Context: an optimization exercise on an open-source flow, tuned for small area, a short achievable clock period and few clock cycles. The choices shown serve that exercise and are no tape-out recipe. The RTL was checked by simulation tests, not by an equivalence proof against the original design. No activity file was given, so power comes from the tool's default toggle rates.

## build 42
## ppu_top
module ppu_top (
  input  logic                   clk,
  input  logic                   rst_n,
  input  logic                   tile_wr_en,
  input  logic [4-1:0]  tile_wr_addr,
  input  logic [16-1:0] tile_wr_data,
  input  logic [4-1:0]  tile_rd_addr,
  output logic [16-1:0] tile_rd_data,
  output logic [5-1:0]   popcount_rd_data,
  input  logic                   tile_start,
  input  logic                   cfg_auto_repeat,
  output logic                   ppu_busy,
  output logic                   tile_done,
  output logic                   task_valid,
  input  logic                   task_ready,
  output logic [4-1:0]  task_row_id,
  output logic [4-1:0]  task_prefix_id,
  output logic                   task_root,
  output logic [16-1:0] task_pattern,
  output logic [5-1:0]   task_popcount
);
Size in the first run: ~450 flip-flops, roughly 0.025 mm^2 of cells after synthesis.
==> flow/config.mk <==
export PLATFORM = sky130hd
export DESIGN_NAME = ppu_top
export DESIGN_NICKNAME = ppu_top
export VERILOG_FILES = /design/flow/design.v
export SDC_FILE = /design/flow/constraint.sdc
export NUM_CORES = 4
export LEC_CHECK = 0
export CAP_MARGIN = 20
export CORE_MARGIN = 2
export CORE_UTILIZATION = 35
export SLEW_MARGIN = 20
==> flow/constraint.sdc <==
create_clock -name core_clock -period 30.0 [get_ports {clk}]
set_input_delay 6.0000 -clock core_clock [delete_from_list [all_inputs] [get_ports {clk}]]
set_output_delay 6.0000 -clock core_clock [all_outputs]
set_load 0.01 [all_outputs]
standard.sh (not shown) runs the stock make flow with config.mk's settings and CLKGATE_MAP_FILE= SYNTH_SCRIPT=/design/flow/synth_recipe.tcl, a recipe that flattens the netlist after the stock synthesis.
==> flow/flow/run.sh <==
#!/bin/bash
# Standard layout, with timing repair aimed well below the 30 ns clock:
# repair_timing works until every path has this much setup slack. The
# floorplan's repair, on the unplaced netlist, keeps the plain target; the
# repairs after placement, CTS and global routing use the tighter one.
set -euo pipefail
bash standard.sh floorplan > standard_floorplan.log 2>&1
export SETUP_SLACK_MARGIN=22.85
bash standard.sh > standard.log 2>&1
Build 42 closes out successfully: all stages finished, all timing, DRC and antenna checks passed.
Testbench counts of build 42, summed over its fixed seeds: cycles 13,663.
Setup changes, build 42 to build 43
==> flow/flow/run.sh <==
#!/bin/bash
# Standard layout, with timing repair aimed well below the 30 ns clock:
# repair_timing works until every path has this much setup slack.
set -euo pipefail
export SETUP_SLACK_MARGIN=22.6
bash standard.sh > standard.log 2>&1
Notes after the runs:
Build 43 ends up with lower relative contribution of combinational cells to total power than build 42 does. Compared with build 42, build 43 shows a lower highest clock frequency the design can meet. Side by side, signed area change from the synthesized netlist to the final layout turned out lower in build 43 than in build 42. The run with more routed wire is build 43, not build 42. The run showing the smaller cell area power density is build 43. Delta(non-clock buffer count, build 43 - build 42) > 0. Build 43 ended with less total power than build 42.
Here is what was changed in the inputs of build 86 compared with build 43.
--- a/flow/flow/run.sh
+++ b/flow/flow/run.sh
@@ -4,3 +4,3 @@
 set -euo pipefail
-export SETUP_SLACK_MARGIN=22.6
+export SETUP_SLACK_MARGIN=22.85
 bash standard.sh > standard.log 2>&1
## What came out
Between build 86 and build 43, the difference in wire length of the first global-routing pass is negligible. Diff build 43 -> build 86: worst setup slack went up; sequential fraction of total cell area fell 0.35 points; final RePlAce weighted congestion decreased 0.031; required time at the worst-slack endpoint closely matched the old numbers; clock network fraction of total power went down by 0.7 points.

* * *

ppu_top again, from the RTL that the note above started with.
Settings: LEC_CHECK=0, CAP_MARGIN=20, CORE_MARGIN=2, CORE_UTILIZATION=35, SLEW_MARGIN=20, TNS_END_PERCENT=0; clock period 30.0 ns.
==> flow/flow/run.sh <==
#!/bin/bash
# Standard layout, with timing repair aimed well below the 30 ns clock:
# repair_timing works until every path has this much setup slack.
set -euo pipefail
export SETUP_SLACK_MARGIN=22.85
bash standard.sh > standard.log 2>&1
The starting point completed with no timing, DRC or antenna violations.
Testbench counts at the start, summed over its fixed seeds: cycles 13,663.
==> next run, changes <==
--- a/flow/flow/run.sh
+++ b/flow/flow/run.sh
@@ -4,3 +4,3 @@
 set -euo pipefail
-export SETUP_SLACK_MARGIN=22.85
+export SETUP_SLACK_MARGIN=23
 bash standard.sh > standard.log 2>&1
TNS_END_PERCENT = unset   (was 0)
What happened:
- via count went up by 4.3%
- register-to-register slack improves by 210 ps
- final area went up by about 3%
- combinational power went up by 7.0%
- clock-buffer cell count does not change
- routed wire length went up by 14%
- core utilization went up by 1.3 points
- clock skew barely changes
- total power went up by about 2%
- sequential power went up by about 1%
- worst hold slack degrades by 9.7 ps

-- afterwards: timing with drivers on the ports --
How much do the figures lean on ideal ports? The routed layouts below were timed once more, with nothing changed but the port constraints. Step 1 assumes that a clkbuf_16 drives the clock port and a buf_2 every other input. Step 2 adds t to the input delays and takes it off the output delays; t is the mean of the earliest and latest rising clock arrival at the registers after step 1. Input paths then give back, and output paths get back, about the clock's delay inside the block. Three values: ideal ports, drivers, drivers and shift; two values: the first two.
run	t (ns)	slack for setup (ns)	worst setup path after step 2	worst register clock-pin slew, ns
build 42	0.675	22.773 / 22.655 / 21.979	input to register	0.07 / 0.07
build 43	0.679	22.611 / 22.469 / 21.789	input to register	0.07 / 0.07
build 86	0.674	22.784 / 22.668 / 21.993	input to register	0.07 / 0.07
the first run of note 2	0.655	22.694 / 22.642 / 21.987	input to register	0.07 / 0.07
the second run of note 2	0.683	22.774 / 22.577 / 21.894	input to register	0.07 / 0.07
After both steps every run listed still meets setup and hold. The setup slack of the second run of note 2, which loses most, moves by -0.197 ns with the drivers and by -0.880 ns with both steps.
